Background: an optimization exercise with open tools, aiming at small area, a short achievable clock period and few clock cycles per item. Do not read the settings as production practice. RTL that was checked went through simulation tests only; none was proved equivalent to the original. No activity file was given, so power comes from the tool's default toggle rates.

Design skinny_core, start of the top module:
module skinny_core (
   input  wire logic                     clk,
   input  wire logic                     rst,
   input  wire logic                     start,
   input  wire skinny_data_pkg::block_t  plaintext,
   input  wire logic [383:0]             tweakey,
   output logic                          busy,
   output logic                          done,
   output skinny_data_pkg::block_t       ciphertext
);
   localparam int U = 1;
   logic                last_round;
   logic                run, idle, pol;
   logic [6*U-1:0]      rcs;
   logic [64*U-1:0]     rtk;
   logic [127:0]        state_q, tk1_q, tk2_q, tk3_q;
   logic [127:0]        tk1_nxt, tk2_nxt, tk3_nxt;
   logic [127:0]        st [U+1];
   skinny_round_ctrl u_ctrl (
      .clk        (clk),
      .rst        (rst),
      .start      (start),
      .last_round (last_round),
      .busy       (busy),
      .done       (done),
      .run        (run),
      .idle       (idle),
      .pol        (pol)
   );
   skinny_round_counter u_counter (
      .clk        (clk),
      .run        (run),
      .idle       (idle),
      .rcs        (rcs),
      .last_round (last_round)
   );
   skinny_tweakey_schedule u_sched (
      .pol     (pol),
      .tk1_q   (tk1_q),
      .tk2_q   (tk2_q),
      .tk3_q   (tk3_q),
      .rtk     (rtk),
      .tk1_nxt (tk1_nxt),
      .tk2_nxt (tk2_nxt),
      .tk3_nxt (tk3_nxt)
   );
   assign st[0] = state_q;
   for (genvar j = 0; j < U; j++) begin : g_round
      skinny_round_datapath u_round (
         .state_in  (st[j]),
         .rtk       (rtk[64*j +: 64]),
         .rc        (rcs[6*j +: 6]),
         .state_out (st[j+1])
      );
   end
   always_ff @(posedge clk) begin
      state_q <= (st[U]   & {128{run}}) | (plaintext        & {128{idle}});
      tk3_q   <= (tk3_nxt & {128{run}}) | (tweakey[127:0]   & {128{idle}});
      tk1_q   <= ~((tk1_nxt | {128{idle}}) & (tweakey[383:256] | {128{run}}));
      tk2_q   <= ~((tk2_nxt | {128{idle}}) & (tweakey[255:128] | {128{run}}));
   end
   assign ciphertext = state_q;
endmodule
For scale: roughly 5500 cells after synthesis, ~650 I/O pins, roughly 33000 um^2 of cells after synthesis.
==> flow/config.mk <==
export PLATFORM = sky130hd
export DESIGN_NAME = skinny_core
export DESIGN_NICKNAME = skinny_core
export VERILOG_FILES = /design/flow/design.v
export SDC_FILE = /design/flow/constraint.sdc
export NUM_CORES = 4
export LEC_CHECK = 0
export ABC_AREA = 1
export CAP_MARGIN = 20
export CORE_MARGIN = 2
export CORE_UTILIZATION = 55
export CTS_BUF_LIST = sky130_fd_sc_hd__clkbuf_16
export CTS_CLUSTER_DIAMETER = 100
export CTS_CLUSTER_SIZE = 24
export SETUP_SLACK_MARGIN = 2.2
export SLEW_MARGIN = 20
export SYNTH_HIERARCHICAL = 1
export SYNTH_MINIMUM_KEEP_SIZE = 0
==> flow/constraint.sdc <==
create_clock -name core_clock -period 4.5 [get_ports {clk}]
set_input_delay 0.9000 -clock core_clock [delete_from_list [all_inputs] [get_ports {clk}]]
set_output_delay 0.9000 -clock core_clock [all_outputs]
set_load 0.01 [all_outputs]
standard.sh (not shown) runs the stock make flow with config.mk's settings and CLKGATE_MAP_FILE= SYNTH_SCRIPT=/design/flow/synth_recipe.tcl, a recipe that flattens the netlist after the stock synthesis.
==> flow/flow/run.sh <==
#!/bin/bash
set -euo pipefail
bash standard.sh "BUFFER_PORTS_ARGS=-buffer_cell sky130_fd_sc_hd__buf_1" finish > standard_flow.log 2>&1
Then changed:
--- a/flow/config.mk
+++ b/flow/config.mk
@@ -6,5 +6,4 @@
 export NUM_CORES = 4
 export LEC_CHECK = 0
-export ABC_AREA = 1
 export CAP_MARGIN = 20
 export CORE_MARGIN = 2
=> Sequential share of layout area rose by 7.9 points; routed wire length fell by 15%; sequential cell count does not change; first-iteration DRC count fell by 32%; combinational power rose by 38%; area after synthesis fell by 21%; setup slack degrades by 0.051 ns; cell area fell by 19%.
No run of this note included a check of the RTL's function; only the layout flow was run.


The RTL this note starts from:
==> flow/design.v <==
`default_nettype none
package skinny_data_pkg;
   typedef logic [127:0] block_t;
   typedef logic [7:0]   cell_t;
   typedef logic [5:0]   rc_t;
endpackage
`default_nettype wire
`default_nettype none
package skinny_ctrl_pkg;
   localparam int UNROLL = 1;
   localparam int CYCLES = 40 / 1;
endpackage
`default_nettype wire
`default_nettype none
module skinny_round_ctrl (
   input  wire logic clk,
   input  wire logic rst,
   input  wire logic start,
   input  wire logic last_round,
   output logic      busy,
   output logic      done,
   output logic      run,
   output logic      idle,
   output logic      pol
);
   logic go;
   assign go = busy || (!done && start);
   always_ff @(posedge clk) begin
      if (rst) begin
         busy <= 1'b0;
         done <= 1'b0;
         run  <= 1'b0;
         idle <= 1'b1;
      end else begin
         busy <= busy ? !last_round : (!done && start);
         done <= busy && last_round;
         run  <= go;
         idle <= !go;
      end
   end
   always_ff @(posedge clk) begin
      pol <= idle || !pol;
   end
endmodule
`default_nettype wire
`default_nettype none
module skinny_round_counter (
   input  wire logic                     clk,
   input  wire logic                     run,
   input  wire logic                     idle,
   output logic [6*1-1:0]   rcs,
   output logic                          last_round
);
   localparam int U = 1;
   function automatic logic [5:0] rc_step(input logic [5:0] rc);
      rc_step = {rc[4:0], rc[5] ^ rc[4] ^ 1'b1};
   endfunction
   function automatic logic [5:0] rc_after(input int n);
      logic [5:0] r;
      r = '0;
      for (int i = 0; i < n; i++) r = rc_step(r);
      rc_after = r;
   endfunction
   localparam logic [5:0] LAST_RC = rc_after(40 - U);
   logic [5:0] lfsr;
   logic [5:0] chain [U+1];
   always_comb begin
      chain[0] = lfsr;
      for (int j = 0; j < U; j++) begin
         chain[j+1]    = rc_step(chain[j]);
         rcs[6*j +: 6] = chain[j+1];
      end
   end
   assign last_round = (lfsr == LAST_RC);
   always_ff @(posedge clk) begin
      lfsr <= chain[U] & {6{run}} & {6{!idle}};
   end
endmodule
`default_nettype wire
`default_nettype none
module skinny_sbox_layer (
   input  wire logic [127:0] state_in,
   output logic [127:0]      state_out
);
   function automatic logic cfn(input logic x, input logic y, input logic z);
      cfn = ~(x | y) ^ z;
   endfunction
   function automatic logic [7:0] sbox8(input logic [7:0] si);
      logic [7:0] a;
      a[0] = cfn(si[7], si[6], si[4]);
      a[1] = cfn(si[3], si[2], si[0]);
      a[2] = cfn(si[2], si[1], si[6]);
      a[3] = cfn(a[0], a[1], si[5]);
      a[4] = cfn(a[1], si[3], si[1]);
      a[5] = cfn(a[2], a[3], si[7]);
      a[6] = cfn(a[3], a[0], si[3]);
      a[7] = cfn(a[4], a[5], si[2]);
      sbox8 = {a[3], a[0], a[1], a[6], a[4], a[2], a[5], a[7]};
   endfunction
   for (genvar i = 0; i < 16; i++) begin : g_cell
      assign state_out[i*8 +: 8] = sbox8(state_in[i*8 +: 8]);
   end
endmodule
`default_nettype wire
`default_nettype none
module skinny_round_datapath (
   input  wire logic [127:0] state_in,
   input  wire logic [63:0]  rtk,
   input  wire logic [5:0]   rc,
   output logic [127:0]      state_out
);
   logic [127:0] sb, atk, shr;
   logic [63:0]  tk_x;
   skinny_sbox_layer u_sbox (
      .state_in  (state_in),
      .state_out (sb)
   );
   assign tk_x = rtk;
   assign atk = sb ^ {tk_x, 64'h0} ^
                {4'h0, rc[3:0], 24'h0, 6'h0, rc[5:4], 24'h0, 8'h02, 56'h0};
   assign shr[127:96] = atk[127:96];
   assign shr[95:64]  = {atk[71:64], atk[95:72]};
   assign shr[63:32]  = {atk[47:32], atk[63:48]};
   assign shr[31:0]   = {atk[23:0], atk[31:24]};
   assign state_out[127:96] = shr[127:96] ^ shr[63:32] ^ shr[31:0];
   assign state_out[95:64]  = shr[127:96];
   assign state_out[63:32]  = shr[95:64] ^ shr[63:32];
   assign state_out[31:0]   = shr[127:96] ^ shr[63:32];
endmodule
`default_nettype wire
`default_nettype none
module skinny_tweakey_schedule (
   input  wire logic                       pol,
   input  wire logic [127:0]               tk1_q,
   input  wire logic [127:0]               tk2_q,
   input  wire logic [127:0]               tk3_q,
   output logic [64*1-1:0]    rtk,      
   output logic [127:0]                    tk1_nxt,  
   output logic [127:0]                    tk2_nxt,  
   output logic [127:0]                    tk3_nxt
);
   localparam int U = 1;
   localparam logic [63:0] PERM = 64'h9F8DAECB01234567;
   function automatic logic [127:0] permute(input logic [127:0] ki);
      logic [127:0] ko;
      for (int p = 0; p < 16; p++) begin
         ko[127-p*8 -: 8] = ki[127-int'(PERM[63-p*4 -: 4])*8 -: 8];
      end
      permute = ko;
   endfunction
   function automatic logic [127:0] step2(input logic [127:0] x, input logic fix);
      logic [127:0] p;
      p = permute(x);
      step2 = p;
      for (int c = 0; c < 8; c++) begin
         step2[127-c*8 -: 8] = {p[126-c*8 -: 7], p[127-c*8] ^ p[125-c*8] ^ fix};
      end
   endfunction
   function automatic logic [127:0] step3(input logic [127:0] x);
      logic [127:0] p;
      p = permute(x);
      step3 = p;
      for (int c = 0; c < 8; c++) begin
         step3[127-c*8 -: 8] = {p[120-c*8] ^ p[126-c*8], p[127-c*8 -: 7]};
      end
   endfunction
   logic [127:0] t1 [U+1];
   logic [127:0] t2 [U+1];
   logic [127:0] t3 [U+1];
   always_comb begin
      t1[0] = tk1_q;
      t2[0] = tk2_q;
      t3[0] = tk3_q;
      for (int j = 0; j < U; j++) begin
         rtk[64*j +: 64] = t1[j][127:64] ^ t2[j][127:64] ^ t3[j][127:64];
         t1[j+1] = permute(t1[j]);
         t2[j+1] = step2(t2[j], pol);
         t3[j+1] = step3(t3[j]);
      end
   end
   assign tk1_nxt = t1[U];
   assign tk2_nxt = t2[U];
   assign tk3_nxt = t3[U];
endmodule
`default_nettype wire
`timescale 1ns/10ps
`default_nettype none
module skinny_core (
   input  wire logic                     clk,
   input  wire logic                     rst,
   input  wire logic                     start,
   input  wire skinny_data_pkg::block_t  plaintext,
   input  wire logic [383:0]             tweakey,
   output logic                          busy,
   output logic                          done,
   output skinny_data_pkg::block_t       ciphertext
);
   localparam int U = 1;
   logic                last_round;
   logic                run, idle, pol;
   logic [6*U-1:0]      rcs;
   logic [64*U-1:0]     rtk;
   logic [127:0]        state_q, tk1_q, tk2_q, tk3_q;
   logic [127:0]        tk1_nxt, tk2_nxt, tk3_nxt;
   logic [127:0]        st [U+1];
   skinny_round_ctrl u_ctrl (
      .clk        (clk),
      .rst        (rst),
      .start      (start),
      .last_round (last_round),
      .busy       (busy),
      .done       (done),
      .run        (run),
      .idle       (idle),
      .pol        (pol)
   );
   skinny_round_counter u_counter (
      .clk        (clk),
      .run        (run),
      .idle       (idle),
      .rcs        (rcs),
      .last_round (last_round)
   );
   skinny_tweakey_schedule u_sched (
      .pol     (pol),
      .tk1_q   (tk1_q),
      .tk2_q   (tk2_q),
      .tk3_q   (tk3_q),
      .rtk     (rtk),
      .tk1_nxt (tk1_nxt),
      .tk2_nxt (tk2_nxt),
      .tk3_nxt (tk3_nxt)
   );
   assign st[0] = state_q;
   for (genvar j = 0; j < U; j++) begin : g_round
      skinny_round_datapath u_round (
         .state_in  (st[j]),
         .rtk       (rtk[64*j +: 64]),
         .rc        (rcs[6*j +: 6]),
         .state_out (st[j+1])
      );
   end
   always_ff @(posedge clk) begin
      state_q <= (st[U]   & {128{run}}) | (plaintext        & {128{idle}});
      tk3_q   <= (tk3_nxt & {128{run}}) | (tweakey[127:0]   & {128{idle}});
      tk1_q   <= ~((tk1_nxt | {128{idle}}) & (tweakey[383:256] | {128{run}}));
      tk2_q   <= ~((tk2_nxt | {128{idle}}) & (tweakey[255:128] | {128{run}}));
   end
   assign ciphertext = state_q;
endmodule
`default_nettype wire
export LEC_CHECK = 0
export CAP_MARGIN = 20
export CORE_MARGIN = 2
export CORE_UTILIZATION = 55
export CTS_BUF_LIST = sky130_fd_sc_hd__clkbuf_16
export CTS_CLUSTER_DIAMETER = 100
export CTS_CLUSTER_SIZE = 24
export SETUP_SLACK_MARGIN = 2.1
export SLEW_MARGIN = 20
create_clock -name core_clock -period 4.5 [get_ports {clk}]
Scripts as last shown in full above: flow/flow/run.sh
The baseline produced a clean layout.
Testbench counts at the start, summed over its fixed seeds: cycles 16,120, items 384.
Then changed:
--- a/flow/config.mk
+++ b/flow/config.mk
@@ -12,4 +12,4 @@
 export CTS_CLUSTER_DIAMETER = 100
 export CTS_CLUSTER_SIZE = 24
-export SETUP_SLACK_MARGIN = 2.1
+export SETUP_SLACK_MARGIN = 2.2
 export SLEW_MARGIN = 20
What happened: Hold slack degrades by 0.016 ns. Critical path depth is unchanged. Wire length went up by 0.83%. Synthesized cell count does not change. Sequential power is about the same. Setup slack improves by 0.037 ns. Area after synthesis stays the same.


## build 16
RTL: the design.v shown in full above, as it stands there.
==> flow/config.mk <==
export PLATFORM = sky130hd
export DESIGN_NAME = skinny_core
export DESIGN_NICKNAME = skinny_core
export VERILOG_FILES = /design/flow/design.v
export SDC_FILE = /design/flow/constraint.sdc
export NUM_CORES = 4
export LEC_CHECK = 0
export CAP_MARGIN = 20
export CORE_AREA = 2.3 2.72 192.7 192.3
export CTS_BUF_LIST = sky130_fd_sc_hd__clkbuf_16
export CTS_CLUSTER_DIAMETER = 100
export CTS_CLUSTER_SIZE = 24
export DIE_AREA = 0 0 195 195
export SETUP_SLACK_MARGIN = 2.45
export SLEW_MARGIN = 20
==> flow/constraint.sdc <==
create_clock -name core_clock -period 4.5 [get_ports {clk}]
set_input_delay 0.9000 -clock core_clock [delete_from_list [all_inputs] [get_ports {clk}]]
set_output_delay 0.9000 -clock core_clock [all_outputs]
set_load 0.01 [all_outputs]
Scripts as last shown in full above: flow/flow/run.sh
Build 16 finished all stages; the layout is clean.
Testbench counts of build 16, summed over its fixed seeds: cycles 16,120, items 384.
--- input diff build 16..build 40 ---
- a deleted DIE_AREA that had been 0 0 195 195
- a deleted CTS_BUF_LIST that had been sky130_fd_sc_hd__clkbuf_16
- an added CORE_UTILIZATION of 40
- a deleted CORE_AREA that had been 2.3 2.72 192.7 192.3
- a deleted CTS_CLUSTER_SIZE that had been 24
- a change of SETUP_SLACK_MARGIN from 2.45 to 2.5
- a deleted CTS_CLUSTER_DIAMETER that had been 100
- an added CORE_MARGIN of 2
[summary]
Routed length on met3: build 40 < build 16
Of build 16 and build 40, build 40 shows the lower share of power burned in combinational logic, with build 16 above it.
| total power | build 40 vs build 16 | 18% higher |
When build 40 is measured against build 16, its area taken by flip-flops and latches turns out 53 sq um higher.
Diff build 16 -> build 40 | floorplan die area | up by more than a quarter
Between build 40 and build 16, it is build 40 whose part of the total power dissipated in the clock network is higher, by 6.1 points.
Delta(largest net degree at the start of global routing, build 40 - build 16) < 0
Build 16 reports its critical path startpoint as state_q[46] while build 40 reports state_q[47].
Worst hold slack, build 16 and build 40: larger value in build 16
When build 40 is measured against build 16, its utilization after layout turns out 15 points lower.
[diff] global-route wire length before repair, build 40 relative to build 16: regression


Setup of before:
Starts from the design.v that is shown in full above.
clock: 4.5 ns
lec_check: 0
cap_margin: 20
core_margin: 2
core_utilization: 65
setup_slack_margin: 2.2
slew_margin: 20
Scripts as last shown in full above: flow/flow/run.sh
Status(before) = ERROR, stage = I/O pin placement (3_2_place_iop)
Testbench counts of before, summed over its fixed seeds: cycles 16,120, items 384.
What after does differently from before at the input level:
# before
export LEC_CHECK = 0
export CAP_MARGIN = 20
export CORE_MARGIN = 2
export CORE_UTILIZATION = 65
export SETUP_SLACK_MARGIN = 2.2
export SLEW_MARGIN = 20
create_clock -name core_clock -period 4.5 [get_ports {clk}]
# after
export LEC_CHECK = 0
export ABC_AREA = 1
export CAP_MARGIN = 20
export CORE_MARGIN = 2
export CORE_UTILIZATION = 55
export CTS_BUF_LIST = sky130_fd_sc_hd__clkbuf_16
export CTS_CLUSTER_DIAMETER = 100
export CTS_CLUSTER_SIZE = 24
export SETUP_SLACK_MARGIN = 2.0
export SLEW_MARGIN = 20
create_clock -name core_clock -period 4.5 [get_ports {clk}]
Notes after the runs:
In summary, after completed successfully, with a layout that passed the timing, design-rule and antenna checks.
Compared to before, after has cell row count 7 higher.
before has lower number of unique standard cell types used by synthesis than after.
Compared with before, after shows a share of the yosys chip area belonging to registers that is 1.8 points lower.
Compound-gate portion of the synthesized area: before and after compared, lower one is after
For adder-cell area share of the yosys netlist, after and before come out practically identical.
Floorplan die width (after over before): increase, 10%
Relative to before, xor and xnor area share after synthesis decreased by 5.4 points in after.

-- port drivers added, routing unchanged --
In the flow no input, the clock included, has a driving cell. The finished layouts below were timed again as built, in two steps. Step 1: set_driving_cell puts a clkbuf_16 on clk and a buf_2 on each other input, an assumption about the parent block. Step 2 also shifts input and output timing later by t, the mid clock arrival at the registers, as if the neighbouring blocks saw the same clock. Three values: ideal, step 1, step 2; two values: the first two.
run	shift t [ns]	setup slack, ns	worst hold slack (ns)	worst setup path at the end
the first run of note 1	0.689	2.215 / 2.154 / 2.348	0.413 / 0.387 / 0.424	register to register
the second run of note 1	0.657	2.164 / 2.151 / 2.164	0.417 / 0.417 / 0.417	register to register
the first run of note 2	0.641	2.007 / 2.007 / 2.007	0.421 / 0.421 / 0.421	register to register
the second run of note 2	0.645	2.044 / 2.044 / 2.044	0.405 / 0.405 / 0.405	register to register
build 16	0.645	1.956 / 1.956 / 1.956	0.406 / 0.406 / 0.406	register to register
build 40	0.691	1.998 / 1.998 / 1.998	0.402 / 0.395 / 0.402	register to register
after	0.655	2.100 / 2.074 / 2.100	0.395 / 0.395 / 0.395	register to register
After both steps setup and hold are still met in every run listed.
